Source: an optimization exercise on an open RTL-to-GDS flow (aim: small area, a short achievable clock period and few clock cycles). Production flows keep margins and buffers that such runs may drop.
Function was checked by simulation only, so behaviour that the tests miss may differ from the original.
No activity file was given, so power comes from the tool's default toggle rates.

==> design/flow/constraint.sdc <==
create_clock -name core_clock -period 8.0 [get_ports {HCLK}]
set_input_delay 1.6000 -clock core_clock [delete_from_list [all_inputs] [get_ports {HCLK}]]
set_output_delay 1.6000 -clock core_clock [all_outputs]
set_load 0.01 [all_outputs]
==> design/flow/config.mk <==
export PLATFORM = sky130hd
export DESIGN_NAME = rv_core_ahb
export DESIGN_NICKNAME = rv_core_ahb
export VERILOG_FILES = /design/flow/design.v
export SDC_FILE = /design/flow/constraint.sdc
export NUM_CORES = 4
export LEC_CHECK = 0
export CAP_MARGIN = 20
export CELL_PAD_IN_SITES_DETAIL_PLACEMENT = 1
export CELL_PAD_IN_SITES_GLOBAL_PLACEMENT = 1
export CORE_MARGIN = 2
export CORE_UTILIZATION = 40
export PLACE_DENSITY = 0.45
export SETUP_SLACK_MARGIN = 4.0
export SLEW_MARGIN = 20
export SYNTH_HIERARCHICAL = 1
==> design/flow/design.v <==
package rv_core_pkg;
  typedef logic [32-1:0]       word_t;
  typedef logic [5-1:0] reg_addr_t;
  typedef enum logic [6:0] {
    OPC_OP     = 7'b0110011,
    OPC_OP_IMM = 7'b0010011,
    OPC_LUI    = 7'b0110111,
    OPC_LOAD   = 7'b0000011,
    OPC_STORE  = 7'b0100011,
    OPC_BRANCH = 7'b1100011,
    OPC_JAL    = 7'b1101111,
    OPC_SYSTEM = 7'b1110011
  } opcode_e;
  typedef enum logic [2:0] {
    ALU_ADD,
    ALU_SUB,
    ALU_AND,
    ALU_OR,
    ALU_XOR,
    ALU_SLT,
    ALU_PASS_B
  } alu_op_e;
  typedef enum logic [2:0] {
    S_FETCH,
    S_DECODE,
    S_EXECUTE,
    S_MEM,
    S_WRITEBACK,
    S_HALT
  } seq_state_e;
  typedef enum logic [1:0] {
    B_IDLE,
    B_ADDR,
    B_DATA
  } ahb_state_e;
endpackage
`timescale 1ns/100ps
module rv_core_ahb (
  input  logic       HCLK,
  input  logic       reset_i,
  output rv_core_pkg::word_t      ins_haddr_o,
  output logic [1:0] ins_htrans_o,
  input  rv_core_pkg::word_t      ins_hrdata_i,
  input  logic       ins_hready_i,
  input  logic       ins_hresp_i,
  output rv_core_pkg::word_t      dat_haddr_o,
  output logic [1:0] dat_htrans_o,
  output logic       dat_hwrite_o,
  output rv_core_pkg::word_t      dat_hwdata_o,
  input  rv_core_pkg::word_t      dat_hrdata_i,
  input  logic       dat_hready_i,
  input  logic       dat_hresp_i,
  output logic       halted_o
);
  logic        halt_q;
  logic [31:0] f_pc;
  logic        i_pend;
  logic        i_drop;
  logic        buf_v;
  logic        buf_ferr;
  logic [31:0] buf_ins;
  logic [31:0] d_pc;
  logic        x_v, x_we, x_load, x_store, x_mem, x_take, x_halt;
  logic        x_sadd, x_sslt, x_sxor, x_sor, x_sand, x_cin;
  logic [4:0]  x_rd;
  logic [31:0] x_a, x_b, x_tgt;
  logic        w_we, w_load, w_mem;
  logic [4:0]  w_rd;
  logic [31:0] w_res;
  logic [31:0] rf [1:31];
  logic [31:1] rf_v;
  logic [31:0] sum, addr, res;
  logic        slt, taken;
  rv_add32 alu_add (.a_i (x_a), .b_i (x_b), .c_i (x_cin), .s_o (sum));
  rv_add32 addr_add (.a_i (x_a), .b_i (x_tgt), .c_i (1'b0), .s_o (addr));
  assign slt = (x_a[31] == x_b[31]) ? x_a[31] : sum[31];
  assign res = ({32{x_sadd}}  & sum) |
               ({32{x_sxor}}  & (x_a ^ x_b)) |
               ({32{x_sor}}   & (x_a | x_b)) |
               ({32{x_sand}}  & (x_a & x_b)) |
               ({32{x_store}} & x_b) |
               {31'b0, x_sslt & slt};
  assign taken = x_v && x_take;
  logic w_done, mem_ok, x_adv, halt_now, redirect;
  assign w_done   = !w_mem || dat_hready_i;
  assign mem_ok   = !w_mem || (dat_hready_i && !dat_hresp_i);
  assign x_adv    = x_v && !halt_q && !x_halt && (x_mem ? mem_ok : w_done);
  assign halt_now = x_v && x_halt && !halt_q && w_done;
  assign redirect = taken && x_adv;
  assign dat_htrans_o = (x_v && x_mem && !halt_q && mem_ok) ? 2'b10 : 2'b00;
  assign dat_haddr_o  = addr;
  assign dat_hwrite_o = x_store;
  assign dat_hwdata_o = w_res;
  assign halted_o     = halt_q || halt_now;
  logic i_req, acc, arr, d_v, d_adv, overflow;
  logic [31:0] d_ins;
  logic        d_ferr;
  assign i_req = !reset_i && !halt_q && !halt_now && (!i_pend || ins_hready_i) &&
                 !(taken && !x_adv);
  assign acc   = i_req && ins_hready_i;
  assign ins_htrans_o = i_req ? 2'b10 : 2'b00;
  assign ins_haddr_o  = taken ? x_tgt : f_pc;
  assign arr    = i_pend && ins_hready_i && !i_drop;
  assign d_v    = buf_v || arr;
  assign d_ins  = buf_v ? buf_ins : ins_hrdata_i;
  assign d_ferr = buf_v ? buf_ferr : ins_hresp_i;
  assign overflow = arr && buf_v && !d_adv && !redirect;
  always_ff @(posedge HCLK) begin
    if (reset_i) begin
      f_pc   <= 32'h0000_0200;
      d_pc   <= 32'h0000_0200;
      i_pend <= 1'b0;
      i_drop <= 1'b0;
      buf_v  <= 1'b0;
    end else begin
      i_pend <= acc || (i_pend && !ins_hready_i);
      i_drop <= (i_pend && !ins_hready_i) ? (i_drop || redirect) : (acc && overflow);
      if (redirect) begin
        f_pc <= acc ? x_tgt + 32'd4 : x_tgt;
      end else if (overflow) begin
        f_pc <= d_pc + 32'd4;
      end else if (acc) begin
        f_pc <= f_pc + 32'd4;
      end
      if (redirect) begin
        d_pc <= x_tgt;
      end else if (d_adv) begin
        d_pc <= d_pc + 32'd4;
      end
      if (redirect) begin
        buf_v <= 1'b0;
      end else if (!(buf_v && !d_adv)) begin
        buf_v <= arr && (buf_v || !d_adv);
      end
    end
  end
  always_ff @(posedge HCLK) begin
    if (!(buf_v && !d_adv)) begin
      buf_ins  <= ins_hrdata_i;
      buf_ferr <= ins_hresp_i;
    end
  end
  logic [6:0] opc;
  logic [2:0] f3;
  logic [4:0] rs1, rs2, rd;
  logic o_op, o_opi, o_lui, o_ld, o_st, o_br, o_jal;
  logic f_add, f_xor, f_or, f_and, f_slt;
  logic v_op, v_opi, v_ld, v_st, v_br, legal, d_halt, d_we, d_sub, alu;
  logic use1, use2, lu;
  logic [31:0] imm_i, imm_s, imm_u, imm_b, imm_j;
  assign opc = d_ins[6:0];
  assign f3  = d_ins[14:12];
  assign rd  = d_ins[11:7];
  assign rs1 = d_ins[19:15];
  assign rs2 = d_ins[24:20];
  assign o_op  = (opc == 7'b0110011);
  assign o_opi = (opc == 7'b0010011);
  assign o_lui = (opc == 7'b0110111);
  assign o_ld  = (opc == 7'b0000011);
  assign o_st  = (opc == 7'b0100011);
  assign o_br  = (opc == 7'b1100011);
  assign o_jal = (opc == 7'b1101111);
  assign f_add = (f3 == 3'b000);
  assign f_xor = (f3 == 3'b100);
  assign f_or  = (f3 == 3'b110);
  assign f_and = (f3 == 3'b111);
  assign f_slt = (f3 == 3'b010);
  assign v_op  = o_op && (f_add || f_xor || f_or || f_and || f_slt);
  assign v_opi = o_opi && (f_add || f_xor || f_or || f_and);
  assign v_ld  = o_ld && f_slt;
  assign v_st  = o_st && f_slt;
  assign v_br  = o_br && (f3[2:1] == 2'b00);
  assign legal  = v_op || v_opi || o_lui || v_ld || v_st || v_br || o_jal;
  assign d_halt = d_ferr || !legal;
  assign d_we   = !d_halt && (o_op || o_opi || o_lui || o_ld || o_jal) && (rd != 5'd0);
  assign d_sub  = o_op && ((f_add && d_ins[30]) || f_slt);
  assign alu    = o_op || o_opi;
  assign use1 = o_op || o_opi || o_ld || o_st || o_br;
  assign use2 = o_op || o_st || o_br;
  assign lu = x_v && x_load && x_we &&
              ((use1 && (x_rd == rs1)) || (use2 && (x_rd == rs2)));
  assign imm_i = {{20{d_ins[31]}}, d_ins[31:20]};
  assign imm_s = {{20{d_ins[31]}}, d_ins[31:25], d_ins[11:7]};
  assign imm_u = {d_ins[31:12], 12'b0};
  assign imm_b = {{19{d_ins[31]}}, d_ins[31], d_ins[7], d_ins[30:25], d_ins[11:8], 1'b0};
  assign imm_j = {{11{d_ins[31]}}, d_ins[31], d_ins[19:12], d_ins[20], d_ins[30:21], 1'b0};
  logic        rf_wen;
  logic [31:0] w_data, rd1, rd2, v1, v2, op_a, op_b, d_tgt, d_btgt;
  logic        d_take, d_eq;
  assign rf_wen = w_we && (!w_load || (dat_hready_i && !dat_hresp_i));
  assign w_data = w_load ? dat_hrdata_i : w_res;
  always_comb begin
    rd1 = '0;
    rd2 = '0;
    for (int i = 1; i < 32; i++) begin
      rd1 = rd1 | ({32{rf_v[i] && (rs1 == 5'(i))}} & rf[i]);
      rd2 = rd2 | ({32{rf_v[i] && (rs2 == 5'(i))}} & rf[i]);
    end
  end
  assign v1 = (x_v && x_we && !x_load && (x_rd == rs1)) ? res :
              (w_we && (w_rd == rs1)) ? w_data : rd1;
  assign v2 = (x_v && x_we && !x_load && (x_rd == rs2)) ? res :
              (w_we && (w_rd == rs2)) ? w_data : rd2;
  assign op_a = o_lui ? 32'd0 : (o_jal ? d_pc : v1);
  assign op_b = (o_op || o_st) ? (d_sub ? ~v2 : v2) :
                o_jal ? 32'd4 :
                o_lui ? imm_u : imm_i;
  rv_eq32 br_eq (.a_i (v1), .b_i (v2), .eq_o (d_eq));
  assign d_take = !d_ferr && (o_jal || (v_br && (d_eq != f3[0])));
  assign d_btgt = d_pc + (o_jal ? imm_j : imm_b);
  assign d_tgt  = o_ld ? imm_i : o_st ? imm_s : d_btgt;
  assign d_adv = d_v && !redirect && !halt_q && !lu && w_done && (x_adv || !x_v);
  always_ff @(posedge HCLK) begin
    if (reset_i) begin
      x_v <= 1'b0;
    end else if (d_adv) begin
      x_v <= 1'b1;
    end else if (x_adv) begin
      x_v <= 1'b0;
    end
  end
  always_ff @(posedge HCLK) begin
    if (d_adv) begin
      x_halt  <= d_halt;
      x_we    <= d_we;
      x_load  <= !d_ferr && v_ld;
      x_store <= !d_ferr && v_st;
      x_mem   <= !d_ferr && (v_ld || v_st);
      x_take  <= d_take;
      x_sadd  <= alu ? f_add : (o_lui || o_jal);
      x_sxor  <= alu && f_xor;
      x_sor   <= alu && f_or;
      x_sand  <= alu && f_and;
      x_sslt  <= o_op && f_slt;
      x_cin   <= d_sub;
      x_rd    <= rd;
      x_a     <= op_a;
      x_b     <= op_b;
      x_tgt   <= d_tgt;
    end
  end
  always_ff @(posedge HCLK) begin
    if (reset_i) begin
      w_we   <= 1'b0;
      w_load <= 1'b0;
      w_mem  <= 1'b0;
      halt_q <= 1'b0;
    end else begin
      if (x_adv) begin
        w_we   <= x_we;
        w_load <= x_load;
        w_mem  <= x_mem;
      end else if (w_done) begin
        w_we   <= 1'b0;
        w_load <= 1'b0;
        w_mem  <= 1'b0;
      end
      if (halt_now || (w_mem && dat_hready_i && dat_hresp_i)) begin
        halt_q <= 1'b1;
      end
    end
  end
  always_ff @(posedge HCLK) begin
    if (x_adv) begin
      w_rd  <= x_rd;
      w_res <= res;
    end
  end
  always_ff @(posedge HCLK) begin
    if (reset_i) begin
      rf_v <= '0;
    end else if (rf_wen) begin
      for (int i = 1; i < 32; i++) begin
        if (w_rd == 5'(i)) rf_v[i] <= 1'b1;
      end
    end
  end
  always_ff @(posedge HCLK) begin
    if (rf_wen) begin
      for (int i = 1; i < 32; i++) begin
        if (w_rd == 5'(i)) rf[i] <= w_data;
      end
    end
  end
endmodule
module rv_add32 (
  input  logic [31:0] a_i,
  input  logic [31:0] b_i,
  input  logic        c_i,
  output logic [31:0] s_o
);
  logic [31:0] p, g, pp, gg, pn, gn;
  always_comb begin
    p  = a_i ^ b_i;
    g  = a_i & b_i;
    pp = p;
    gg = g;
    gg[0] = g[0] | (p[0] & c_i);
    for (int l = 0; l < 5; l++) begin
      pn = pp;
      gn = gg;
      for (int i = 0; i < 32; i++) begin
        if (i[l]) begin
          gn[i] = gg[i] | (pp[i] & gg[((i >> l) << l) - 1]);
          pn[i] = pp[i] & pp[((i >> l) << l) - 1];
        end
      end
      pp = pn;
      gg = gn;
    end
    s_o = p ^ {gg[30:0], c_i};
  end
endmodule
module rv_eq32 (
  input  logic [31:0] a_i,
  input  logic [31:0] b_i,
  output logic        eq_o
);
  assign eq_o = (a_i == b_i);
endmodule
==> design/flow/run.sh <==
#!/bin/bash
# synth_recipe.tcl (not shown) runs the flow's synth.tcl, then flattens the netlist and writes it again
# the make line also repeats each setting of config.mk as NAME=value (left out here)
make -C /OpenROAD-flow-scripts/flow DESIGN_CONFIG=/design/flow/config.mk WORK_HOME=/design/flow/orfs CLKGATE_MAP_FILE= SYNTH_SCRIPT=/design/flow/synth_recipe.tcl finish
==> metrics.yaml, run 1 <==
critical_path:
  r2r_end: "x_take$_DFFE_PP_"
  path_class: "reg2reg"
  crit_path_max_fanout: 3
  crit_required_ns: 8.58
  crit_arrival_ns: 6.07
  endpoint_kind: "flop"
  reg2reg_from: "x_a[0]$_SDFFCE_PP0P_"
  r2r_cells: 27
  ff2ff_setup_slack_ns: 2.50
  start_kind: "flop"
clock_network:
  numCtsBuffers: 151
  tritoncts: "done"
  cts-hold-fix-buffers: 0
  htree_levels: 4
  cts.sink_count: 1278
  cts_buffer_depth: 3
  insertion_delay_ns: 0.86
  clock_tree.root_cell: "clkbuf_16"
  clk_pin_slew_worst_paths_ns: 0.06
logic_synthesis:
  netlist_instances: 5515
  synth_area_mm2: 0.0663
  synth_edf_count: 1175
  yosys.area.top_type_share_pct: 53.2
  synth_area_leader_cell: "edfxtp_1"
  synth_common_cells: "edfxtp_1, nand3_1, nor2_1, nand2_1, a22o_1"
  synth_most_common_cell: "edfxtp_1"
  ys_types: 106
  yosys-top-cells-area: "edfxtp_1, a22o_1, nand3_1"
  synthArstFlopShare_pct: 0
  syn_avg_cell_area_um2: 12.0
  synth-seq-area-share_pct: 56.3
  yosysWarnings: 9
  ys_ff_latch: 1278
  synth_flop_cell: "edfxtp_1"
timing:
  maxSlewViolCount: 0
  whs_ns: 0.464
  setup_violations: 0
  fin_skew_ns: 0.0571
  timing.fmax_ghz: 0.182
  tightest_slew_ns: 1.26
  post-route-period-util_pct: 68.7
  relSlewSlack_pct: 13.7
  period_needed_ns: 5.50
  rsz0062_at_grt: "yes"
  hold_viol_final: 0
  tns_ns: 0
floorplan:
  die_w_um: 411
  die_h_um: 411
  rows: 149
  pin_count: 172
  core_area_mm2: 0.165
  die_area_mm2: 0.169
  start_util_pct: 40.3
route:
  drt_iter0_markers: 12300
  vias: 63400
  ant_nets: 0
  post_drt_wl_per_cell_um: 48.4
  remaining_drc_errors: 0
  wl_um: 413000
  dr.pass1.iters: 9
  viasPerCell: 7.44
place:
  port_buffers: 169
  place.gp.congestion: 0.986
  hpwlAfterDp_um: 255000
min_path:
  hold_end: "w_load$_SDFFE_PP0P_"
  worstHoldPathCells: 2
  holdCritStartpoint: "w_load$_SDFFE_PP0P_"
  hp-class: "reg2reg"
power_and_ir_drop:
  p_comb_share_pct: 9.0
  p_clk_share_pct: 44.6
  vdd_drop_max_mv: 0.250
  swShare_pct: 25.8
  p_switching_mw: 4.12
  p_per_area_mw_per_mm2: 188
  p_int_mw: 11.9
  seqPwrFrac_pct: 46.4
  leakage_nw: 29.8
global_route:
  grt_max_degree: 60
  antenna_found_initial: 26
  grt_pass1_vias: 59800
  gr-total-overflow: 0
  grt.total_usage_pct: 47.1
  grt_pass1_wl_um: 538000
final_layout:
  layout-drive-gt1-share_pct: 25.8
  nets: 6423
  area_growth_pct: 28.0
run:
  drv_cap: 0
run_status:
  status: "no timing/DRC/antenna violations"
[metal layers]
metal	wire (µm)	GRT usage [%]	part of all wire, %	up-vias
met5	284	0	0.069	-
met4	39500	34.4	9.6	30
met3	58700	19.1	14	1940
met2	173000	69.0	42	5844
met1	142000	55.8	34	31900
li1	-	-	-	23700
[final cells by class]
| cell class | instances | area, µm² |
|---|---|---|
| Antenna cell | 23 | 57.6 |
| Clock buffer | 185 | 4020 |
| Clock inverter | 91 | 976 |
| Fill cell | 16500 | 79900 |
| Inverter | 166 | 653 |
| Multi-Input combinational cell | 3688 | 30000 |
| Sequential cell | 1278 | 37400 |
| Tap cell | 2189 | 2740 |
| Timing Repair Buffer | 900 | 9200 |
[registers in the layout (all words and copies together), names as in the netlist, 5 cells and up, named ones only]
name,cells
buf_ins,32
d_pc,32
f_pc,32
rf,992
rf_v,31
w_rd,5
w_res,32
x_a,32
x_b,32
x_rd,5
x_tgt,32
[kinds of logic after synthesis]
| logic type | Yosys count | synth area share [%] |
|---|---|---|
| other cells | 1 | 0.00565 |
| fa+ha+maj | 169 | 3.33 |
| compound gates | 1574 | 19.1 |
| flops | 1278 | 56.3 |
| xor+xnor | 206 | 2.72 |
| buf+inv | 552 | 3.76 |
| simple gates | 1600 | 12.6 |
| mux | 135 | 2.18 |
[power groups by stage]
stage                     Combinational, mW  Sequential (mW)  Clock, mW
final                                  1.44             7.42       7.13
after global routing                   1.49             7.42       7.35
after CTS                              1.29             7.42       7.13
after detailed placement               1.08             7.57          0
after global placement                 1.07             7.57          0
after floorplan                       0.596             7.50          0
[critical path: stages (launching register included)]
cell      delay (ns)
edfxtp_1        0.42
buf_6           0.16
inv_4           0.05
fa_2            0.20
inv_2           0.04
fa_2            0.38
a211oi_4        0.26
o211ai_1        0.22
a32oi_1         0.29
o21ai_2         0.14
a21boi_4        0.19
buf_6           0.12
buf_6           0.10
xnor2_1         0.11
a222oi_1        0.11
o211ai_1        0.14
buf_4           0.25
nor2_4          0.06
a31oi_4         0.39
o31a_4          0.33
xor2_1          0.10
nor4_2          0.31
buf_4           0.19
nand4_1         0.15
nor2_2          0.15
xnor2_1         0.13
nor2_1          0.06
o21a_1          0.17
[how the worst max path moves through the flow]
stage,from,to,slack [ns]
floorplan,ins_hrdata_i[19],x_a[0]$_SDFFCE_PP0P_,2.95
global placement,ins_hrdata_i[21],x_take$_DFFE_PP_,0.80
global route,x_a[0]$_SDFFCE_PP0P_,x_take$_DFFE_PP_,2.32
finish,x_a[0]$_SDFFCE_PP0P_,x_take$_DFFE_PP_,2.50
detailed placement,ins_hrdata_i[24],x_take$_DFFE_PP_,0.78
CTS,x_a[0]$_SDFFCE_PP0P_,dat_haddr_o[30],2.50
[what timing repair did]
action                                  in CTS  in global routing
endpoints found under the setup margin     648                260
gates cloned                                15                  4
pin swaps                                  222                166
gates resized for setup                    721                240
setup buffers                              277                121
[Yosys stat by module (local to each module, per instance)]
module       flip-flops and latches  times used  cells inside
rv_add32                          0           2           155
rv_eq32                           0           1            43
rv_core_ahb                    1278           1          5162
[cells in the final DEF, fill, tap and decap left out, types with 30 or more instances in the layout]
cell type / instances
mux2_2: 55
nor4_1: 31
buf_6: 107
edfxtp_1: 1175
o21ai_0: 67
or3_1: 30
a21oi_2: 35
nor3_1: 50
clkbuf_16: 157
a222oi_1: 95
nand2_1: 254
mux2i_1: 42
and3_1: 87
a32oi_1: 40
buf_12: 104
buf_2: 31
buf_4: 495
xnor2_1: 79
a22o_1: 257
a22oi_1: 249
o211ai_1: 61
nor2_4: 46
a221oi_1: 174
nor2_1: 226
clkdlybuf4s50_1: 81
and2_4: 30
nand4_1: 171
dfxtp_1: 100
a21oi_1: 113
inv_1: 152
nand3_1: 402
ha_1: 141
xor2_1: 102
[metrics by stage]
stage	power [mW]	std cells	utilization [%]	instance area [µm²]	setup WS, ns
2_1_floorplan	8.10	5517	-	66700	2.95
3_3_place_gp	8.64	7797	44.1	72600	0.799
3_5_place_dp	8.66	7802	44.2	72800	0.778
4_1_cts	15.8	8370	50.2	82800	2.50
5_1_grt	16.3	8498	51.5	84900	2.32
6_report	16.0	8520	51.5	84900	2.50
Testbench counts, summed over its fixed seeds: cycles 20,284.
==> run 2, diff against run 1 <==
--- a/design/flow/design.v
+++ b/design/flow/design.v
@@ -62,6 +62,11 @@
   logic [31:0] d_pc;
-  logic        x_v, x_we, x_load, x_store, x_mem, x_take, x_halt;
+  logic        x_v, x_we, x_load, x_store, x_mem, x_br, x_ne, x_jal, x_halt;
   logic        x_sadd, x_sslt, x_sxor, x_sor, x_sand, x_cin;
+  logic        x_la, x_lb, x_fa, x_fb;
   logic [4:0]  x_rd;
   logic [31:0] x_a, x_b, x_tgt;
+  logic        m_v, m_we, m_load, m_store, m_mem, m_ls;
+  logic [4:0]  m_rd;
+  logic [31:0] m_addr, m_res;
+  logic        x_lsm;
   logic        w_we, w_load, w_mem;
@@ -71,23 +76,32 @@
   logic [31:1] rf_v;
-  logic [31:0] sum, addr, res;
-  logic        slt, taken;
-  rv_add32 alu_add (.a_i (x_a), .b_i (x_b), .c_i (x_cin), .s_o (sum));
-  rv_add32 addr_add (.a_i (x_a), .b_i (x_tgt), .c_i (1'b0), .s_o (addr));
-  assign slt = (x_a[31] == x_b[31]) ? x_a[31] : sum[31];
+  logic [31:0] sum, addr, res, ea, eb;
+  logic        slt, eq, taken;
+  logic [31:0] fb;
+  assign fb = x_fb ? m_res : dat_hrdata_i;
+  assign ea = x_fa ? m_res : x_la ? dat_hrdata_i : x_a;
+  assign eb = (x_fb || x_lb) ? (x_cin ? ~fb : fb) : x_b;
+  rv_add32 alu_add (.a_i (ea), .b_i (eb), .c_i (x_cin), .s_o (sum));
+  assign addr = ea + x_tgt;
+  assign slt = (ea[31] == eb[31]) ? ea[31] : sum[31];
   assign res = ({32{x_sadd}}  & sum) |
-               ({32{x_sxor}}  & (x_a ^ x_b)) |
-               ({32{x_sor}}   & (x_a | x_b)) |
-               ({32{x_sand}}  & (x_a & x_b)) |
-               ({32{x_store}} & x_b) |
+               ({32{x_sxor}}  & (ea ^ eb)) |
+               ({32{x_sor}}   & (ea | eb)) |
+               ({32{x_sand}}  & (ea & eb)) |
+               ({32{x_store}} & eb) |
                {31'b0, x_sslt & slt};
-  assign taken = x_v && x_take;
-  logic w_done, mem_ok, x_adv, halt_now, redirect;
+  rv_eq32 br_eq (.a_i (ea), .b_i (eb), .eq_o (eq));
+  assign taken = x_v && (x_jal || (x_br && (eq != x_ne)));
+  logic x_bj, nt_spec;
+  assign x_bj = x_v && (x_jal || x_br);
+  logic w_done, mem_ok, m_adv, x_adv, halt_now, redirect;
   assign w_done   = !w_mem || dat_hready_i;
   assign mem_ok   = !w_mem || (dat_hready_i && !dat_hresp_i);
-  assign x_adv    = x_v && !halt_q && !x_halt && (x_mem ? mem_ok : w_done);
-  assign halt_now = x_v && x_halt && !halt_q && w_done;
+  assign m_adv    = m_v && !halt_q && (m_mem ? mem_ok : w_done);
+  assign x_adv    = x_v && !halt_q && !x_halt && w_done && (!m_v || m_adv);
+  assign halt_now = x_v && x_halt && !halt_q && w_done && !(m_v && m_mem);
   assign redirect = taken && x_adv;
-  assign dat_htrans_o = (x_v && x_mem && !halt_q && mem_ok) ? 2'b10 : 2'b00;
-  assign dat_haddr_o  = addr;
-  assign dat_hwrite_o = x_store;
+  assign nt_spec  = x_bj && x_adv && !taken;
+  assign dat_htrans_o = (m_v && m_mem && !halt_q && mem_ok) ? 2'b10 : 2'b00;
+  assign dat_haddr_o  = m_addr;
+  assign dat_hwrite_o = m_store;
   assign dat_hwdata_o = w_res;
@@ -98,6 +112,6 @@
   assign i_req = !reset_i && !halt_q && !halt_now && (!i_pend || ins_hready_i) &&
-                 !(taken && !x_adv);
+                 !(x_bj && !x_adv);
   assign acc   = i_req && ins_hready_i;
   assign ins_htrans_o = i_req ? 2'b10 : 2'b00;
-  assign ins_haddr_o  = taken ? x_tgt : f_pc;
+  assign ins_haddr_o  = x_bj ? x_tgt : f_pc;
   assign arr    = i_pend && ins_hready_i && !i_drop;
@@ -116,3 +130,3 @@
       i_pend <= acc || (i_pend && !ins_hready_i);
-      i_drop <= (i_pend && !ins_hready_i) ? (i_drop || redirect) : (acc && overflow);
+      i_drop <= (i_pend && !ins_hready_i) ? (i_drop || redirect) : (acc && (overflow || nt_spec));
       if (redirect) begin
@@ -121,3 +135,3 @@
         f_pc <= d_pc + 32'd4;
-      end else if (acc) begin
+      end else if (acc && !nt_spec) begin
         f_pc <= f_pc + 32'd4;
@@ -148,3 +162,3 @@
   logic v_op, v_opi, v_ld, v_st, v_br, legal, d_halt, d_we, d_sub, alu;
-  logic use1, use2, lu;
+  logic lu, lx1, lx2, lm1, lm2, fx1, fx2, fm1, fm2, fw1, fw2;
   logic [31:0] imm_i, imm_s, imm_u, imm_b, imm_j;
@@ -177,6 +191,14 @@
   assign alu    = o_op || o_opi;
-  assign use1 = o_op || o_opi || o_ld || o_st || o_br;
-  assign use2 = o_op || o_st || o_br;
-  assign lu = x_v && x_load && x_we &&
-              ((use1 && (x_rd == rs1)) || (use2 && (x_rd == rs2)));
+  assign fx1 = x_v && x_we && !x_load && (x_rd == rs1);
+  assign fx2 = x_v && x_we && !x_load && (x_rd == rs2);
+  assign fm1 = m_v && m_we && !m_load && (m_rd == rs1);
+  assign fm2 = m_v && m_we && !m_load && (m_rd == rs2);
+  assign fw1 = w_we && (w_rd == rs1);
+  assign fw2 = w_we && (w_rd == rs2);
+  assign lx1 = x_v && x_load && x_we && (x_rd == rs1);
+  assign lx2 = x_v && x_load && x_we && (x_rd == rs2);
+  assign lm1 = m_v && m_load && m_we && (m_rd == rs1) && !(x_v && x_we && (x_rd == rs1));
+  assign lm2 = m_v && m_load && m_we && (m_rd == rs2) && !(x_v && x_we && (x_rd == rs2));
+  assign lu  = (lx1 && (o_op || o_opi || o_ld || o_st || o_br)) || (lx2 && (o_op || o_br)) ||
+               (lm1 && (o_ld || o_st || o_br)) || (lm2 && o_br);
   assign imm_i = {{20{d_ins[31]}}, d_ins[31:20]};
@@ -188,3 +210,2 @@
   logic [31:0] w_data, rd1, rd2, v1, v2, op_a, op_b, d_tgt, d_btgt;
-  logic        d_take, d_eq;
   assign rf_wen = w_we && (!w_load || (dat_hready_i && !dat_hresp_i));
@@ -199,15 +220,14 @@
   end
-  assign v1 = (x_v && x_we && !x_load && (x_rd == rs1)) ? res :
-              (w_we && (w_rd == rs1)) ? w_data : rd1;
-  assign v2 = (x_v && x_we && !x_load && (x_rd == rs2)) ? res :
-              (w_we && (w_rd == rs2)) ? w_data : rd2;
+  logic [31:0] fv1, fv2;
+  assign fv1 = fm1 ? m_res : w_data;
+  assign fv2 = fm2 ? m_res : w_data;
+  assign v1  = (fm1 || fw1) ? fv1 : rd1;
+  assign v2  = (fm2 || fw2) ? fv2 : rd2;
   assign op_a = o_lui ? 32'd0 : (o_jal ? d_pc : v1);
-  assign op_b = (o_op || o_st) ? (d_sub ? ~v2 : v2) :
+  assign op_b = (o_op || o_st || o_br) ? (d_sub ? ~v2 : v2) :
                 o_jal ? 32'd4 :
                 o_lui ? imm_u : imm_i;
-  rv_eq32 br_eq (.a_i (v1), .b_i (v2), .eq_o (d_eq));
-  assign d_take = !d_ferr && (o_jal || (v_br && (d_eq != f3[0])));
   assign d_btgt = d_pc + (o_jal ? imm_j : imm_b);
   assign d_tgt  = o_ld ? imm_i : o_st ? imm_s : d_btgt;
-  assign d_adv = d_v && !redirect && !halt_q && !lu && w_done && (x_adv || !x_v);
+  assign d_adv = d_v && !redirect && !halt_q && !lu && w_done && (x_v ? x_adv : (!m_v || m_adv));
   always_ff @(posedge HCLK) begin
@@ -228,3 +248,5 @@
       x_mem   <= !d_ferr && (v_ld || v_st);
-      x_take  <= d_take;
+      x_br    <= !d_ferr && v_br;
+      x_jal   <= !d_ferr && o_jal;
+      x_ne    <= f3[0];
       x_sadd  <= alu ? f_add : (o_lui || o_jal);
@@ -235,2 +257,7 @@
       x_cin   <= d_sub;
+      x_la    <= lm1 && alu;
+      x_lb    <= lm2 && (o_op || o_st);
+      x_fa    <= fx1 && !o_lui && !o_jal;
+      x_fb    <= fx2 && (o_op || o_st || o_br);
+      x_lsm   <= lx2 && o_st;
       x_rd    <= rd;
@@ -243,2 +270,3 @@
     if (reset_i) begin
+      m_v    <= 1'b0;
       w_we   <= 1'b0;
@@ -249,5 +277,10 @@
       if (x_adv) begin
-        w_we   <= x_we;
-        w_load <= x_load;
-        w_mem  <= x_mem;
+        m_v <= 1'b1;
+      end else if (m_adv) begin
+        m_v <= 1'b0;
+      end
+      if (m_adv) begin
+        w_we   <= m_we;
+        w_load <= m_load;
+        w_mem  <= m_mem;
       end else if (w_done) begin
@@ -264,4 +297,16 @@
     if (x_adv) begin
-      w_rd  <= x_rd;
-      w_res <= res;
+      m_we    <= x_we;
+      m_load  <= x_load;
+      m_store <= x_store;
+      m_mem   <= x_mem;
+      m_ls    <= x_lsm;
+      m_rd    <= x_rd;
+      m_addr  <= addr;
+      m_res   <= res;
+    end
+  end
+  always_ff @(posedge HCLK) begin
+    if (m_adv) begin
+      w_rd  <= m_rd;
+      w_res <= m_ls ? dat_hrdata_i : m_res;
     end
--- a/design/flow/config.mk
+++ b/design/flow/config.mk
@@ -11,3 +11,4 @@
 export CORE_MARGIN = 2
-export CORE_UTILIZATION = 40
+export CORE_UTILIZATION = 35
+export CTS_BUF_LIST = sky130_fd_sc_hd__clkbuf_8
 export PLACE_DENSITY = 0.45
==> run 2 against run 1 <==
Net effect: still clean on timing, DRC and antenna; synthesized area grew 4.0%; wire length grew 1.4%; sequential share of layout area grew 0.89 points; sequential power grew 6.7%.
==> metrics.yaml, run 2 <==
run_status:
  status: "no timing/DRC/antenna violations"
floorplan:
  rows: 162
  die_w_um: 448
  die_area_mm2: 0.201
  pin_count: 172
  core_area_mm2: 0.195
  die_h_um: 448
  start_util_pct: 35.3
global_route:
  gr-total-overflow: 0
  grt_max_degree: 65
  grt_pass1_vias: 60200
  grt_pass1_wl_um: 546000
  antenna_found_initial: 33
  grt.total_usage_pct: 40.3
place:
  port_buffers: 169
  place.gp.congestion: 0.898
  dp_slack_ns: 0.464
  hpwlAfterDp_um: 248000
power_and_ir_drop:
  p_int_mw: 12.2
  seqPwrFrac_pct: 47.4
  p_switching_mw: 4.47
  total_power_mw: 16.7
  swShare_pct: 26.8
  vdd_drop_max_mv: 0.164
  p_per_area_mw_per_mm2: 188
  p_comb_share_pct: 10.3
  leakage_nw: 31.1
  p_clk_share_pct: 42.2
route:
  viasPerCell: 6.73
  wl_um: 419000
  remaining_drc_errors: 0
  post_drt_wl_per_cell_um: 45.6
  ant_nets: 0
  dr.pass1.iters: 9
  drt_iter0_markers: 9382
  vias: 61700
timing:
  relSlewSlack_pct: 18.2
  tightest_slew_ns: 1.23
  post-route-period-util_pct: 54.7
  setup_violations: 0
  fin_skew_ns: 0.110
  timing.fmax_ghz: 0.228
  period_needed_ns: 4.38
  rsz0062_at_grt: "yes"
  hold_viol_final: 0
  tns_ns: 0
  finalWorstSetupSlack_ns: 3.62
  maxSlewViolCount: 0
min_path:
  holdCritStartpoint: "x_lsm$_DFFE_PP_"
  hp-class: "reg2reg"
  hold_end: "m_ls$_DFFE_PP_"
  worstHoldPathCells: 0
final_layout:
  layout-drive-gt1-share_pct: 27.8
  nets: 6570
  largest_reg_flops: 992
  area_growth_pct: 28.7
  layout_common_cells: "edfxtp_1, buf_4, a22o_1"
  largest_register: "rf"
  fin_util_pct: 45.4
  final_common_cell: "edfxtp_1"
  nFillCells: 20000
logic_synthesis:
  synth_most_common_cell: "edfxtp_1"
  synth_area_leader_cell: "edfxtp_1"
  synth_common_cells: "edfxtp_1, nor2_1, a221oi_1, a22o_1, a22oi_1"
  synthArstFlopShare_pct: 0
  yosysWarnings: 9
  synth_adder_area_share_pct: 3.08
  synth-compound-area-share_pct: 20.0
  syn_avg_cell_area_um2: 12.3
  synth-seq-area-share_pct: 57.7
  synth_area_mm2: 0.0690
  synth_mux_area_share_pct: 2.79
  yosys-top-cells-area: "edfxtp_1, a221oi_1, a22o_1"
  netlist_instances: 5602
  synth_flop_cell: "edfxtp_1"
  yosys.area.top_type_share_pct: 54.7
  synth_top_family_by_area: "compound AO/OA/AOI/OAI gates"
  ys_types: 98
  ys_ff_latch: 1360
  synth_edf_count: 1256
  synth-xor-area-share_pct: 4.13
  synth-simple-area-share_pct: 8.74
clock_network:
  insertion_delay_ns: 1.10
  cts.sink_count: 1360
  cts_buffer_depth: 4
  htree_levels: 5
  numCtsBuffers: 275
  tritoncts: "done"
  clk_pin_slew_worst_paths_ns: 0.06
  clock_tree.root_cell: "clkbuf_8"
critical_path:
  crit_path_max_fanout: 16
  crit_required_ns: 8.87
  path_class: "reg2reg"
  crit_arrival_ns: 5.25
  r2r_cells: 22
  endpoint_kind: "flop"
  ff2ff_setup_slack_ns: 3.62
  reg2reg_from: "x_la$_DFFE_PP_"
  start_kind: "flop"
  r2r_end: "f_pc[3]$_SDFFE_PP0P_"
run:
  drv_cap: 0
run 2: timing repair:
action / in CTS / in global routing
buffers inserted: 300 / 99
gates resized for setup: 756 / 295
gates cloned: 50 / 13
endpoints found under the hold margin: 0 / 0
setup endpoints to repair: 675 / 350
hold buffers: 0 / 0
pin swaps: 170 / 173
run 2: area by class of cell:
class | count | area (µm²) | share of cell area (%)
repair inverters | 6 | 131 | 0.148
inverters | 173 | 679 | 0.766
multi-input cells | 3671 | 30500 | 34.4
clock inverters | 178 | 1010 | 1.14
clock buffers | 293 | 4030 | 4.54
repair buffers | 848 | 9250 | 10.4
flip-flops and latches | 1360 | 39800 | 44.9
diodes | 20 | 50.0 | 0.0564
well taps | 2624 | 3280 | 3.70
run 2: modules after synthesis, one instance, submodules excluded:
module | cell area [µm²] | flops+latches | cells inside | times used
rv_eq32 | 347 | 0 | 43 | 1
rv_add32 | 1280 | 0 | 155 | 1
rv_core_ahb | 67300 | 1360 | 5404 | 1
run 2: power by group through the flow:
| stage | registers, mW | logic (mW) | clock network (mW) |
|---|---|---|---|
| 6_report | 7.92 | 1.73 | 7.05 |
| 3_3_place_gp | 8.06 | 1.25 | 0 |
| 5_1_grt | 7.92 | 1.83 | 7.37 |
| 2_1_floorplan | 7.98 | 0.819 | 0 |
| 3_5_place_dp | 8.06 | 1.26 | 0 |
| 4_1_cts | 7.92 | 1.58 | 7.10 |
run 2: kinds of logic after synthesis:
| logic type | after synthesis |
|---|---|
| compound gates | 1771 |
| flops | 1360 |
| simple gates | 1224 |
| buf+inv | 585 |
| xor+xnor | 325 |
| mux | 171 |
| fa+ha+maj | 165 |
| other cells | 1 |
run 2: critical path: stages, from the launching register on:
cell	delay (ns)
edfxtp_1	0.40
buf_4	0.16
buf_4	0.15
buf_16	0.19
mux2i_1	0.17
o21a_1	0.17
inv_1	0.11
xor2_1	0.20
nor4_1	0.31
nand4_1	0.20
nor2_4	0.25
xor2_2	0.12
a21oi_2	0.20
inv_2	0.07
o21ai_2	0.12
o2111ai_2	0.14
a211oi_4	0.29
buf_6	0.15
a21o_4	0.20
buf_6	0.12
mux2_4	0.28
o211ai_1	0.16
a21oi_1	0.09
run 2: worst max-delay path by stage:
stage,end,from,depth (start not counted)
floorplan,ins_htrans_o[1],dat_hready_i,6
global placement,f_pc[31]$_SDFFE_PP0P_,dat_hrdata_i[30],19
detailed placement,f_pc[20]$_SDFFE_PP0P_,dat_hrdata_i[30],19
CTS,f_pc[24]$_SDFFE_PP0P_,x_cin$_DFFE_PP_,24
global route,f_pc[6]$_SDFFE_PP0P_,x_cin$_DFFE_PP_,23
finish,f_pc[3]$_SDFFE_PP0P_,x_la$_DFFE_PP_,22
run 2: metrics by stage:
stage               std cells  hold WS (ns)  cell area, µm²
finish                   9173         0.422           88700
global route             9162         0.429           88700
CTS                      9040         0.420           86400
detailed placement       8219         0.407           75400
global placement         8210         0.406           75300
floorplan                5603         0.400           69700
run 2: layer usage:
| layer | vias to the layer above | wire length, µm | GRT usage (%) |
|---|---|---|---|
| met1 | 31900 | 154000 | 48.9 |
| met3 | 1413 | 41300 | 9.92 |
| met2 | 4405 | 187000 | 63.2 |
| met5 | - | 303 | 0.659 |
| li1 | 24000 | - | - |
| met4 | 22 | 36600 | 27.5 |
Testbench counts of run 2, summed over its fixed seeds: cycles 21,009.
==> run 3, diff against run 2 <==
--- a/design/flow/design.v
+++ b/design/flow/design.v
@@ -58,5 +58,2 @@
   logic        i_drop;
-  logic        buf_v;
-  logic        buf_ferr;
-  logic [31:0] buf_ins;
   logic [31:0] d_pc;
@@ -93,4 +90,3 @@
   assign taken = x_v && (x_jal || (x_br && (eq != x_ne)));
-  logic x_bj, nt_spec;
-  assign x_bj = x_v && (x_jal || x_br);
+  logic x_bj, nt_spec, bj_wait;
   logic w_done, mem_ok, m_adv, x_adv, halt_now, redirect;
@@ -100,5 +96,6 @@
   assign x_adv    = x_v && !halt_q && !x_halt && w_done && (!m_v || m_adv);
-  assign halt_now = x_v && x_halt && !halt_q && w_done && !(m_v && m_mem);
+  assign halt_now = x_v && x_halt && !halt_q && !(m_v && m_mem) && !w_mem;
   assign redirect = taken && x_adv;
   assign nt_spec  = x_bj && x_adv && !taken;
+  assign bj_wait  = x_bj && !x_adv;
   assign dat_htrans_o = (m_v && m_mem && !halt_q && mem_ok) ? 2'b10 : 2'b00;
@@ -108,7 +105,6 @@
   assign halted_o     = halt_q || halt_now;
-  logic i_req, acc, arr, d_v, d_adv, overflow;
+  logic i_req, acc, arr, d_v, d_adv, drop_d;
   logic [31:0] d_ins;
   logic        d_ferr;
-  assign i_req = !reset_i && !halt_q && !halt_now && (!i_pend || ins_hready_i) &&
-                 !(x_bj && !x_adv);
+  assign i_req = !reset_i && !halt_q && !halt_now && (!i_pend || ins_hready_i);
   assign acc   = i_req && ins_hready_i;
@@ -117,6 +113,6 @@
   assign arr    = i_pend && ins_hready_i && !i_drop;
-  assign d_v    = buf_v || arr;
-  assign d_ins  = buf_v ? buf_ins : ins_hrdata_i;
-  assign d_ferr = buf_v ? buf_ferr : ins_hresp_i;
-  assign overflow = arr && buf_v && !d_adv && !redirect;
+  assign d_v    = arr;
+  assign d_ins  = ins_hrdata_i;
+  assign d_ferr = ins_hresp_i;
+  assign drop_d = arr && !d_adv && !redirect;
   always_ff @(posedge HCLK) begin
@@ -127,11 +123,11 @@
       i_drop <= 1'b0;
-      buf_v  <= 1'b0;
     end else begin
       i_pend <= acc || (i_pend && !ins_hready_i);
-      i_drop <= (i_pend && !ins_hready_i) ? (i_drop || redirect) : (acc && (overflow || nt_spec));
+      i_drop <= (i_pend && !ins_hready_i) ? (i_drop || redirect) :
+                (acc && (drop_d || nt_spec || bj_wait));
       if (redirect) begin
         f_pc <= acc ? x_tgt + 32'd4 : x_tgt;
-      end else if (overflow) begin
-        f_pc <= d_pc + 32'd4;
-      end else if (acc && !nt_spec) begin
+      end else if (drop_d) begin
+        f_pc <= d_pc;
+      end else if (acc && !x_bj) begin
         f_pc <= f_pc + 32'd4;
@@ -143,13 +139,2 @@
       end
-      if (redirect) begin
-        buf_v <= 1'b0;
-      end else if (!(buf_v && !d_adv)) begin
-        buf_v <= arr && (buf_v || !d_adv);
-      end
-    end
-  end
-  always_ff @(posedge HCLK) begin
-    if (!(buf_v && !d_adv)) begin
-      buf_ins  <= ins_hrdata_i;
-      buf_ferr <= ins_hresp_i;
     end
@@ -234,7 +219,10 @@
     if (reset_i) begin
-      x_v <= 1'b0;
+      x_v  <= 1'b0;
+      x_bj <= 1'b0;
     end else if (d_adv) begin
-      x_v <= 1'b1;
+      x_v  <= 1'b1;
+      x_bj <= !d_ferr && (o_jal || v_br);
     end else if (x_adv) begin
-      x_v <= 1'b0;
+      x_v  <= 1'b0;
+      x_bj <= 1'b0;
     end
==> run 3 against run 2 <==
Net effect: sequential power is 3.9% lower; global-route usage increased by 0.16 points; clock power decreased by 8.9%; highest routed layer unchanged; non-clock buffer count down 11; count of clock-buffer cells in the layout fell by 41; still clean on timing, DRC and antenna; synthesized cell count fell by 3.5%; cell count decreased by 4.0%; critical endpoint is now f_pc[26]$_SDFFE_PP0P_; critical path depth is 3 lower; via count down 2.4%; critical path type is now in2reg.
==> metrics.yaml, run 3 <==
critical_path:
  r2r_end: "f_pc[26]$_SDFFE_PP0P_"
  crit_path_max_fanout: 7
  crit_arrival_ns: 5.14
  cp_slowest_cell: "dlygate4sd2_1"
  crit_required_ns: 8.95
  critPathMaxStageDelay_ns: 0.31
  setup.worst_path.end: "f_pc[26]$_SDFFE_PP0P_"
  r2r_cells: 21
  endpoint_kind: "flop"
  path_buf_inv: 4
  cp-startpoint: "dat_hrdata_i[5]"
  cp_num_cells: 19
  start_kind: "input pin"
  path_delay_family: "compound AO/OA/AOI/OAI gates"
  path_class: "in2reg"
  cp_cell_sequence: "dlygate4sd2_1, xnor2_1, a21oi_1, nor2_1, a21oi_2, xor2_2, nor4_2, nand4_1, nor2_4, xor2_2, a21oi_4, buf_12, or2_4, buf_12, buf_4, nand3_2, o22ai_4, o21ai_1, a211oi_1"
  reg2reg_from: "x_cin$_DFFE_PP_"
  ff2ff_setup_slack_ns: 3.84
logic_synthesis:
  yosys.area.top_type_share_pct: 55.0
  synth_area_leader_cell: "edfxtp_1"
  synth-compound-area-share_pct: 20.5
  netlist_instances: 5407
  ys_ff_latch: 1327
  synth-simple-area-share_pct: 8.50
  synth_edf_count: 1223
  synth_top_family_by_area: "compound AO/OA/AOI/OAI gates"
  ys_types: 92
  synth_flop_cell: "edfxtp_1"
  synth_common_cells: "edfxtp_1, a22o_1, a221oi_1, nor2_1, clkbuf_1"
  yosysWarnings: 9
  synth_most_common_cell: "edfxtp_1"
  synth-xor-area-share_pct: 3.71
  synth_mux_area_share_pct: 2.61
  synth-seq-area-share_pct: 58.1
  synth_area_mm2: 0.0668
  yosys-top-cells-area: "edfxtp_1, a22o_1, a221oi_1"
  syn_avg_cell_area_um2: 12.4
  synth_adder_area_share_pct: 3.18
  synthArstFlopShare_pct: 0
timing:
  rsz0062_at_grt: "yes"
  period_needed_ns: 4.19
  fin_skew_ns: 0.0550
  setup_violations: 0
  tightest_slew_ns: 1.21
  whs_ns: 0.422
  tns_ns: 0
  timing.fmax_ghz: 0.239
  finalWorstSetupSlack_ns: 3.81
  post-route-period-util_pct: 52.3
  hold_viol_final: 0
  maxSlewViolCount: 0
  relSlewSlack_pct: 19.5
clock_network:
  cts_buffer_depth: 3
  insertion_delay_ns: 1.05
  cts.sink_count: 1327
  clock_tree.root_cell: "clkbuf_8"
  htree_levels: 4
  clk_pin_slew_worst_paths_ns: 0.06
  tritoncts: "done"
  numCtsBuffers: 235
floorplan:
  pin_count: 172
  start_util_pct: 35.2
  die_area_mm2: 0.194
  die_w_um: 441
  die_h_um: 441
  rows: 160
  core_area_mm2: 0.190
global_route:
  grt_pass1_wl_um: 532000
  antenna_found_initial: 41
  grt_max_degree: 66
  grt_pass1_vias: 58000
  gr-total-overflow: 0
  grt.total_usage_pct: 40.5
run_status:
  status: "no timing/DRC/antenna violations"
route:
  vias: 60300
  wl_um: 409000
  post_drt_wl_per_cell_um: 46.4
  dr.pass1.iters: 9
  ant_nets: 0
  drt_iter0_markers: 9775
  viasPerCell: 6.85
  remaining_drc_errors: 0
final_layout:
  fin_util_pct: 44.7
  final_common_cell: "edfxtp_1"
  largest_register: "rf"
  layout_common_cells: "edfxtp_1, buf_4, a22o_1"
  layout-drive-gt1-share_pct: 26.4
  area_growth_pct: 27.0
  nets: 6304
  largest_reg_flops: 992
run:
  drv_cap: 0
min_path:
  hp-class: "reg2reg"
power_and_ir_drop:
  leakage_nw: 29.5
  vdd_drop_max_mv: 0.139
  total_power_mw: 15.4
  p_per_area_mw_per_mm2: 181
place:
  dp_slack_ns: 1.34
  hpwlAfterDp_um: 252000
  port_buffers: 169
  place.gp.congestion: 0.926
## run 3: cell count changes after synthesis, sizes merged, moves of 21 or more
cell,previous run,this run
a211oi,119,87
a221oi,344,443
a22o,326,448
a22oi,313,94
buf,158,89
clkbuf,254,340
edfxtp,1256,1223
inv,172,151
nand2,244,221
nand3,159,101
nor3,118,93
xnor2,212,180
## run 3: through the flow
step                std cells  cell area (µm²)
floorplan                5408            67500
global placement         7914            73000
detailed placement       7917            73100
CTS                      8642            82000
global route             8793            84800
finish                   8805            84800
## run 3: cell families (layout without fill, tap and decap cells)
group | after synthesis | in the layout
simple gates | 1157 | 1172
compound gates | 1730 | 1731
mux | 163 | 163
fa+ha+maj | 165 | 165
flops | 1327 | 1327
other cells | 1 | 28
xor+xnor | 283 | 283
buf+inv | 581 | 1425
## run 3: cell type report
| type | instances | area, µm² |
|---|---|---|
| timing repair buffer | 837 | 8550 |
| clock inverter | 184 | 1080 |
| fill | 19500 | 105000 |
| tap | 2511 | 3140 |
| sequential | 1327 | 38800 |
| clock buffer | 252 | 3470 |
| multi-input combinational | 3516 | 29100 |
| antenna | 26 | 65.1 |
| inverter | 152 | 577 |
## run 3: worst min path at each step
| stage | start | endpoint | slack [ns] | cells after the start |
|---|---|---|---|---|
| after floorplan | x_lsm$_DFFE_PP_ | m_ls$_DFFE_PP_ | 0.40 | 0 |
| after global placement | x_lsm$_DFFE_PP_ | m_ls$_DFFE_PP_ | 0.41 | 0 |
| after detailed placement | x_lsm$_DFFE_PP_ | m_ls$_DFFE_PP_ | 0.41 | 0 |
| after CTS | x_lsm$_DFFE_PP_ | m_ls$_DFFE_PP_ | 0.42 | 0 |
| after global routing | x_mem$_DFFE_PP_ | m_mem$_DFFE_PP_ | 0.44 | 0 |
| final | x_mem$_DFFE_PP_ | m_mem$_DFFE_PP_ | 0.42 | 0 |
## run 3: Yosys stat by module, one instance, submodules excluded
| module | area [µm²] | flip-flops and latches | times used | cells inside |
|---|---|---|---|---|
| rv_core_ahb | 65200 | 1327 | 1 | 5209 |
| rv_add32 | 1280 | 0 | 1 | 155 |
| rv_eq32 | 347 | 0 | 1 | 43 |
## run 3: where the power goes
group / switching (mW) / internal, mW / total [mW]
Sequential: 0.0562 / 7.56 / 7.61
Clock: 3.20 / 3.22 / 6.42
Combinational: 0.785 / 0.543 / 1.33
## run 3: repair_timing
action / CTS / global route
pin swaps: 143 / 160
endpoints found under the setup margin: 923 / 301
hold buffers: 0 / 0
buffers inserted: 263 / 109
resized for setup: 501 / 358
gates cloned: 26 / 28
## run 3: layer usage
layer	share of wire (%)	vias up	GRT usage, %
met3	10	1378	10.8
li1	-	23300	-
met2	44	4674	62.9
met5	0.024	-	0
met1	37	30900	49.8
met4	8.2	14	25.9
Testbench counts of run 3, summed over its fixed seeds: cycles 21,622.
==> run 4, diff against run 3 <==
--- a/design/flow/config.mk
+++ b/design/flow/config.mk
@@ -14,3 +14,3 @@
 export PLACE_DENSITY = 0.45
-export SETUP_SLACK_MARGIN = 4.0
+export SETUP_SLACK_MARGIN = 4.3
 export SLEW_MARGIN = 20
==> run 4 against run 3 <==
Net effect: first-iteration DRC count up 2.7%; fmax down 1.5%; count of clock-buffer cells in the layout down 6; sequential power about the same; largest cell class unchanged.
==> metrics.yaml, run 4 <==
run_status:
  status: "no timing/DRC/antenna violations"
floorplan:
  rows: 160
  core_area_mm2: 0.190
  die_w_um: 441
  start_util_pct: 35.2
  die_h_um: 441
  die_area_mm2: 0.194
  pin_count: 172
final_layout:
  final_common_cell: "edfxtp_1"
  largest_register: "rf"
  layout_common_cells: "edfxtp_1, buf_4, a22o_1"
  nets: 6434
  area_growth_pct: 30.8
  largest_reg_flops: 992
  nFillCells: 19400
  layout-drive-gt1-share_pct: 29.8
  finalNonFillerCells: 8937
logic_synthesis:
  netlist_instances: 5407
  synth-simple-area-share_pct: 8.50
  yosys.area.top_type_share_pct: 55.0
  synth_most_common_cell: "edfxtp_1"
  synth_mux_area_share_pct: 2.61
  synth_common_cells: "edfxtp_1, a22o_1, a221oi_1, nor2_1, clkbuf_1"
  synth_area_leader_cell: "edfxtp_1"
  synth_adder_area_share_pct: 3.18
  synthArstFlopShare_pct: 0
  synth_flop_cell: "edfxtp_1"
  syn_avg_cell_area_um2: 12.4
  synth_edf_count: 1223
  ys_types: 92
  synth_top_family_by_area: "compound AO/OA/AOI/OAI gates"
  yosysWarnings: 9
  yosys-top-cells-area: "edfxtp_1, a22o_1, a221oi_1"
  synth-seq-area-share_pct: 58.1
  ys_ff_latch: 1327
  synth-compound-area-share_pct: 20.5
  synth_area_mm2: 0.0668
  synth-xor-area-share_pct: 3.71
clock_network:
  numCtsBuffers: 240
  clock_tree.root_cell: "clkbuf_8"
  tritoncts: "done"
  cts-hold-fix-buffers: 0
  clk_pin_slew_worst_paths_ns: 0.06
  insertion_delay_ns: 1.08
  cts_buffer_depth: 3
  htree_levels: 4
  cts.sink_count: 1327
timing:
  maxSlewViolCount: 0
  period_needed_ns: 4.25
  tns_ns: 0
  tightest_slew_ns: 1.32
  fin_skew_ns: 0.0698
  setup_violations: 0
  relSlewSlack_pct: 12.2
  hold_viol_final: 0
  rsz0062_at_grt: "yes"
  timing.fmax_ghz: 0.235
  post-route-period-util_pct: 53.1
critical_path:
  path_delay_family: "compound AO/OA/AOI/OAI gates"
  start_kind: "input pin"
  crit_arrival_ns: 5.10
  crit_required_ns: 8.85
  endpoint_kind: "flop"
  reg2reg_from: "x_cin$_DFFE_PP_"
  r2r_end: "d_pc[9]$_SDFFE_PP1P_"
  cp_cell_sequence: "buf_12, clkinvlp_4, nor3_4, nand3_4, nand2_2, nand2_4, buf_4, fa_2, a211oi_4, nor2_4, a31oi_4, a21boi_2, o41a_1, o21a_1, o31a_1, o21a_1, o31ai_2"
  path_buf_inv: 3
  path_class: "in2reg"
  crit_top_cell: "o21a_1"
  r2r_cells: 20
  critPathMaxStageDelay_ns: 0.38
  ff2ff_setup_slack_ns: 3.90
  crit_path_max_fanout: 6
  cp_slowest_cell: "fa_2"
place:
  hpwlAfterDp_um: 248000
  port_buffers: 169
  place.gp.congestion: 0.912
  dp.cells: 7916
global_route:
  grtUsageMet2_pct: 64.2
  grt_max_degree: 68
  use_met1_pct: 50.1
  grt_pass1_wl_um: 545000
  grt_pass1_vias: 59200
  gr-total-overflow: 0
  met3_usage_pct: 12.0
  grt.busiest_layer: "met2"
  grt.total_usage_pct: 41.6
  antenna_found_initial: 34
route:
  ant_nets: 0
  remaining_drc_errors: 0
  wl_um: 420000
  post_drt_wl_per_cell_um: 47.0
  dr.pass1.iters: 13
  vias: 61400
  drt_iter0_markers: 10000
  viasPerCell: 6.87
power_and_ir_drop:
  seqPwrFrac_pct: 49.9
  vdd_drop_max_mv: 0.148
  leakage_nw: 30.6
  p_per_area_mw_per_mm2: 174
  p_comb_share_pct: 9.2
  p_int_mw: 11.1
  swShare_pct: 27.1
  p_clk_share_pct: 40.8
  p_switching_mw: 4.14
min_path:
  hold_end: "m_mem$_DFFE_PP_"
  hp-class: "reg2reg"
  holdCritStartpoint: "x_mem$_DFFE_PP_"
  worstHoldPathCells: 0
run:
  drv_cap: 0
## run 4: cell count changes in the layout (fill, tap and decap cells not counted), moves of 20 or more
cell             delta
mux2_2             -26
buf_4              +49
clkdlybuf4s50_1    -28
a211oi_2           +20
buf_6              +34
buf_12             +47
mux2_4             +26
## run 4: worst register-to-register path, delay by kind of cell, from the launching register on
family	cells	cell delay [ns]
XOR/XNOR	3	0.40
AND/OR/NAND/NOR	7	1.65
AO/OA/AOI/OAI	5	0.79
buffers and inverters	5	0.69
flip-flops	1	0.43
## run 4: worst max-delay path by stage
stage,startpoint,endpoint,slack (ns),cells after the start
2_1_floorplan,dat_hrdata_i[7],x_bj$_SDFFE_PP0P_,2.47,15
3_3_place_gp,ins_hrdata_i[21],x_b[16]$_DFFE_PP_,1.62,10
3_5_place_dp,ins_hrdata_i[21],x_b[16]$_DFFE_PP_,1.62,10
4_1_cts,x_cin$_DFFE_PP_,m_res[30]$_DFFE_PP_,3.99,20
5_1_grt,x_cin$_DFFE_PP_,m_res[0]$_DFFE_PP_,3.74,22
6_report,ins_hrdata_i[5],x_tgt[23]$_DFFE_PP_,3.75,17
## run 4: cells by family (layout without fill, tap and decap cells)
family          count (synthesis)  count (layout)
xor+xnor                      283             283
fa+ha+maj                     165             165
other cells                     1              23
flops                        1327            1327
buf+inv                       581            1564
mux                           163             163
simple gates                 1157            1168
compound gates               1730            1733
## run 4: stage by stage
stage	worst slack [ns]	area, µm²	utilization [%]	hold WS (ns)	total power, mW
after floorplan	2.47	67500	-	0.400	8.35
after global placement	1.62	73200	38.5	0.402	8.77
after detailed placement	1.62	73300	38.6	0.405	8.78
after CTS	3.99	84000	44.2	0.401	15.1
after global routing	3.74	87300	46.0	0.424	15.6
final	3.75	87400	46.0	0.405	15.2
## run 4: repair_timing
action | in CTS | in global routing
buffers inserted | 342 | 152
endpoints found under the setup margin | 1029 | 368
gates cloned | 42 | 16
resized for setup | 872 | 432
pin swaps | 201 | 213
## run 4: final cells by class
| type | count | area [µm²] | area share (%) |
|---|---|---|---|
| sequential | 1327 | 38800 | 44.4 |
| multi-input combinational | 3514 | 29700 | 34.0 |
| timing repair buffer | 964 | 10600 | 12.2 |
| clock buffer | 246 | 3390 | 3.87 |
| tap | 2511 | 3140 | 3.60 |
| clock inverter | 202 | 1010 | 1.16 |
| inverter | 152 | 618 | 0.707 |
| antenna | 21 | 52.6 | 0.0601 |
## run 4: per-module statistics from Yosys (local to each module, per instance)
module | times used | cell area (µm²) | cells inside
rv_add32 | 1 | 1280 | 155
rv_core_ahb | 1 | 65200 | 5209
rv_eq32 | 1 | 347 | 43
## run 4: power groups by stage
stage	Sequential, mW	Combinational, mW	Clock (mW)
after floorplan	7.73	0.621	0
after global placement	7.78	0.992	0
after detailed placement	7.78	1.00	0
after CTS	7.60	1.26	6.26
after global routing	7.61	1.48	6.54
final	7.61	1.41	6.23
## run 4: layer usage
layer	routed length, µm	share of wire, %
met5	209	0.050
met4	36500	8.7
met3	45400	11
met2	185000	44
met1	153000	36
==> run 5, diff against run 4 <==
--- a/design/flow/config.mk
+++ b/design/flow/config.mk
@@ -14,3 +14,3 @@
 export PLACE_DENSITY = 0.45
-export SETUP_SLACK_MARGIN = 4.3
+export SETUP_SLACK_MARGIN = 3.7
 export SLEW_MARGIN = 20
==> run 5 against run 4 <==
Net effect: still clean; worst setup slack got worse by 0.37 ns; count of clock-buffer cells in the layout fell by 4; clock skew shrank 0.018 ns; first-iteration DRC count decreased by 5.9%; synthesized area unchanged; total power shrank 1.2%; wire length is 5.7% lower; die area is the same; worst hold slack improved by 0.020 ns; fmax fell by 7.9%; largest cell class unchanged.
==> metrics.yaml, run 5 <==
run_status:
  status: "no timing/DRC/antenna violations"
route:
  vias: 58600
  post_drt_wl_per_cell_um: 46.4
  ant_nets: 0
  dr.pass1.iters: 14
  viasPerCell: 6.86
  drt_iter0_markers: 9451
  wl_um: 396000
  remaining_drc_errors: 0
critical_path:
  ff2ff_setup_slack_ns: 3.76
  setup.worst_path.end: "x_b[16]$_DFFE_PP_"
  crit_arrival_ns: 5.36
  cp-startpoint: "ins_hrdata_i[23]"
  crit_required_ns: 8.74
  critPathMaxStageDelay_ns: 0.54
  path_class: "in2reg"
  reg2reg_from: "x_la$_DFFE_PP_"
  start_kind: "input pin"
  cp_slowest_cell: "o31ai_4"
  r2r_end: "m_res[0]$_DFFE_PP_"
  crit_top_cell: "buf_6"
  cp_cell_sequence: "clkdlybuf4s50_1, buf_6, nor2b_2, and3_4, buf_6, a22o_1, a221oi_1, nand4_1, o31ai_4, xnor2_2, a221o_2"
  r2r_cells: 21
  endpoint_kind: "flop"
  crit_path_max_fanout: 12
floorplan:
  start_util_pct: 35.2
  core_area_mm2: 0.190
  rows: 160
  pin_count: 172
  die_w_um: 441
  die_area_mm2: 0.194
  die_h_um: 441
logic_synthesis:
  yosysWarnings: 9
  ys_types: 92
  synth_common_cells: "edfxtp_1, a22o_1, a221oi_1, nor2_1, clkbuf_1"
  synth_adder_area_share_pct: 3.18
  synth_top_family_by_area: "compound AO/OA/AOI/OAI gates"
  synth_mux_area_share_pct: 2.61
  synth_area_mm2: 0.0668
  yosys.area.top_type_share_pct: 55.0
  synth_flop_cell: "edfxtp_1"
  netlist_instances: 5407
  syn_avg_cell_area_um2: 12.4
  yosys-top-cells-area: "edfxtp_1, a22o_1, a221oi_1"
  ys_ff_latch: 1327
  synth_most_common_cell: "edfxtp_1"
  synth-xor-area-share_pct: 3.71
  synth-compound-area-share_pct: 20.5
  synth-seq-area-share_pct: 58.1
  synth-simple-area-share_pct: 8.50
  synth_area_leader_cell: "edfxtp_1"
  synth_edf_count: 1223
  synthArstFlopShare_pct: 0
clock_network:
  cts_buffer_depth: 3
  insertion_delay_ns: 1.05
  clock_tree.root_cell: "clkbuf_8"
  htree_levels: 4
  tritoncts: "done"
  numCtsBuffers: 237
  cts.sink_count: 1327
  clk_pin_slew_worst_paths_ns: 0.06
place:
  port_buffers: 169
  place.gp.congestion: 0.919
  hpwlAfterDp_um: 248000
final_layout:
  layout_common_cells: "edfxtp_1, a22o_1, a221oi_1"
  largest_reg_flops: 992
  area_growth_pct: 20.6
  layout-drive-gt1-share_pct: 20.2
  final_common_cell: "edfxtp_1"
  nets: 6050
  largest_register: "rf"
global_route:
  grt_pass1_vias: 56400
  antenna_found_initial: 28
  gr-total-overflow: 0
  grt.total_usage_pct: 39.4
  grt_max_degree: 67
  grt_pass1_wl_um: 519000
power_and_ir_drop:
  p_per_area_mw_per_mm2: 187
  leakage_nw: 27.6
  total_power_mw: 15.1
  vdd_drop_max_mv: 0.144
timing:
  tightest_slew_ns: 1.26
  post-route-period-util_pct: 57.7
  tns_ns: 0
  maxSlewViolCount: 0
  setup_violations: 0
  whs_ns: 0.426
  timing.fmax_ghz: 0.217
  period_needed_ns: 4.62
  fin_skew_ns: 0.0518
  rsz0062_at_grt: "yes"
  hold_viol_final: 0
  relSlewSlack_pct: 15.6
min_path:
  hp-class: "reg2reg"
run:
  drv_cap: 0
==> run 5: area by class of cell <==
| type | count | area (µm²) |
|---|---|---|
| Fill cell | 19700 | 109000 |
| Sequential cell | 1327 | 38800 |
| Multi-Input combinational cell | 3505 | 27800 |
| Timing Repair Buffer | 592 | 5750 |
| Clock buffer | 242 | 3330 |
| Tap cell | 2511 | 3140 |
| Clock inverter | 196 | 1130 |
| Inverter | 152 | 603 |
| Antenna cell | 10 | 25.0 |
==> run 5: per-stage QoR <==
step | cells | setup WS, ns | cell area, µm² | util (%)
after floorplan | 5408 | 2.47 | 67300 | -
after global placement | 7887 | 1.09 | 72700 | 38.3
after detailed placement | 7892 | 1.10 | 72800 | 38.3
after CTS | 8427 | 3.46 | 78900 | 41.6
after global routing | 8529 | 3.55 | 80500 | 42.4
final | 8535 | 3.38 | 80600 | 42.4
==> run 5: cell families after synthesis <==
logic type,after synthesis
buf+inv,581
other cells,1
flops,1327
compound gates,1730
simple gates,1157
mux,163
xor+xnor,283
fa+ha+maj,165
==> run 5: timing repair <==
item | in CTS | in global routing
hold buffers | 0 | 0
hold endpoints to repair | 0 | 0
setup endpoints to repair | 339 | 318
buffers inserted | 86 | 93
pin swaps | 48 | 96
gates resized for setup | 237 | 198
gates cloned | 11 | 4
==> run 5: how the worst min path moves through the flow <==
stage	startpoint	endpoint	slack [ns]	depth (start not counted)
6_report	x_mem$_DFFE_PP_	m_mem$_DFFE_PP_	0.43	0
5_1_grt	x_lsm$_DFFE_PP_	m_ls$_DFFE_PP_	0.43	0
4_1_cts	x_lsm$_DFFE_PP_	m_ls$_DFFE_PP_	0.42	0
3_5_place_dp	x_mem$_DFFE_PP_	m_mem$_DFFE_PP_	0.42	0
3_3_place_gp	x_mem$_DFFE_PP_	m_mem$_DFFE_PP_	0.42	0
2_1_floorplan	x_lsm$_DFFE_PP_	m_ls$_DFFE_PP_	0.40	0
==> run 5: per-module statistics from Yosys, one instance, submodules excluded <==
module | cells | area (µm²)
rv_add32 | 155 | 1280
rv_core_ahb | 5209 | 65200
rv_eq32 | 43 | 347
==> run 5: layer usage <==
metal,GRT usage (%),up-vias,part of all wire [%]
li1,-,22700,-
met1,49.3,30100,38
met2,61.5,4377,45
met3,10.1,1356,10
met4,23.2,22,7.4
met5,0.596,-,0.076
==> run 5: worst max-delay path: cells and delay by family <==
kind	cells	cell delay (ns)
and+or+nand+nor	3	1.11
buffers and inverters	3	0.86
xor gates and xnor gates	1	0.17
AOI/OAI and AO/OA	4	1.56
==> run 5: report_power, final <==
| part | total [mW] | switching (mW) | internal (mW) |
|---|---|---|---|
| Clock | 6.29 | 3.20 | 3.08 |
| Combinational | 1.16 | 0.716 | 0.448 |
| Sequential | 7.61 | 0.0561 | 7.56 |

==> port drivers added, routing unchanged <==
How much do the figures lean on ideal ports? The routed layouts below were timed once more, with nothing changed but the port constraints.
Step 1, drivers: a clkbuf_16 drives HCLK and a buf_2 each remaining input, both assumed.
Step 2 also shifts input and output timing later by t, the mid clock arrival at the registers, as if the neighbouring blocks saw the same clock.
Slacks: no drivers / after step 1 / after step 2; pairs: no drivers / after step 1.
| run | shift t [ns] | setup WS [ns] | latest minus earliest clock arrival (ns) | worst slew at a driven data input, ns |
|---|---|---|---|---|
| run 1 | 0.919 | 2.503 / 2.428 / 1.895 | 0.061 / 0.062 | 0.06 |
| run 2 | 1.127 | 3.621 / 3.621 / 2.515 | 0.116 / 0.115 | 0.16 |
| run 3 | 1.128 | 3.813 / 3.842 / 2.731 | 0.067 / 0.067 | 0.21 |
| run 4 | 1.140 | 3.749 / 3.780 / 2.640 | 0.078 / 0.078 | 0.18 |
| run 5 | 1.102 | 3.382 / 3.441 / 2.339 | 0.055 / 0.055 | 0.19 |
After both steps setup and hold are still met in every run listed. The setup slack of run 4, which loses most, moves by +0.031 ns with the drivers and by -1.109 ns with both steps.
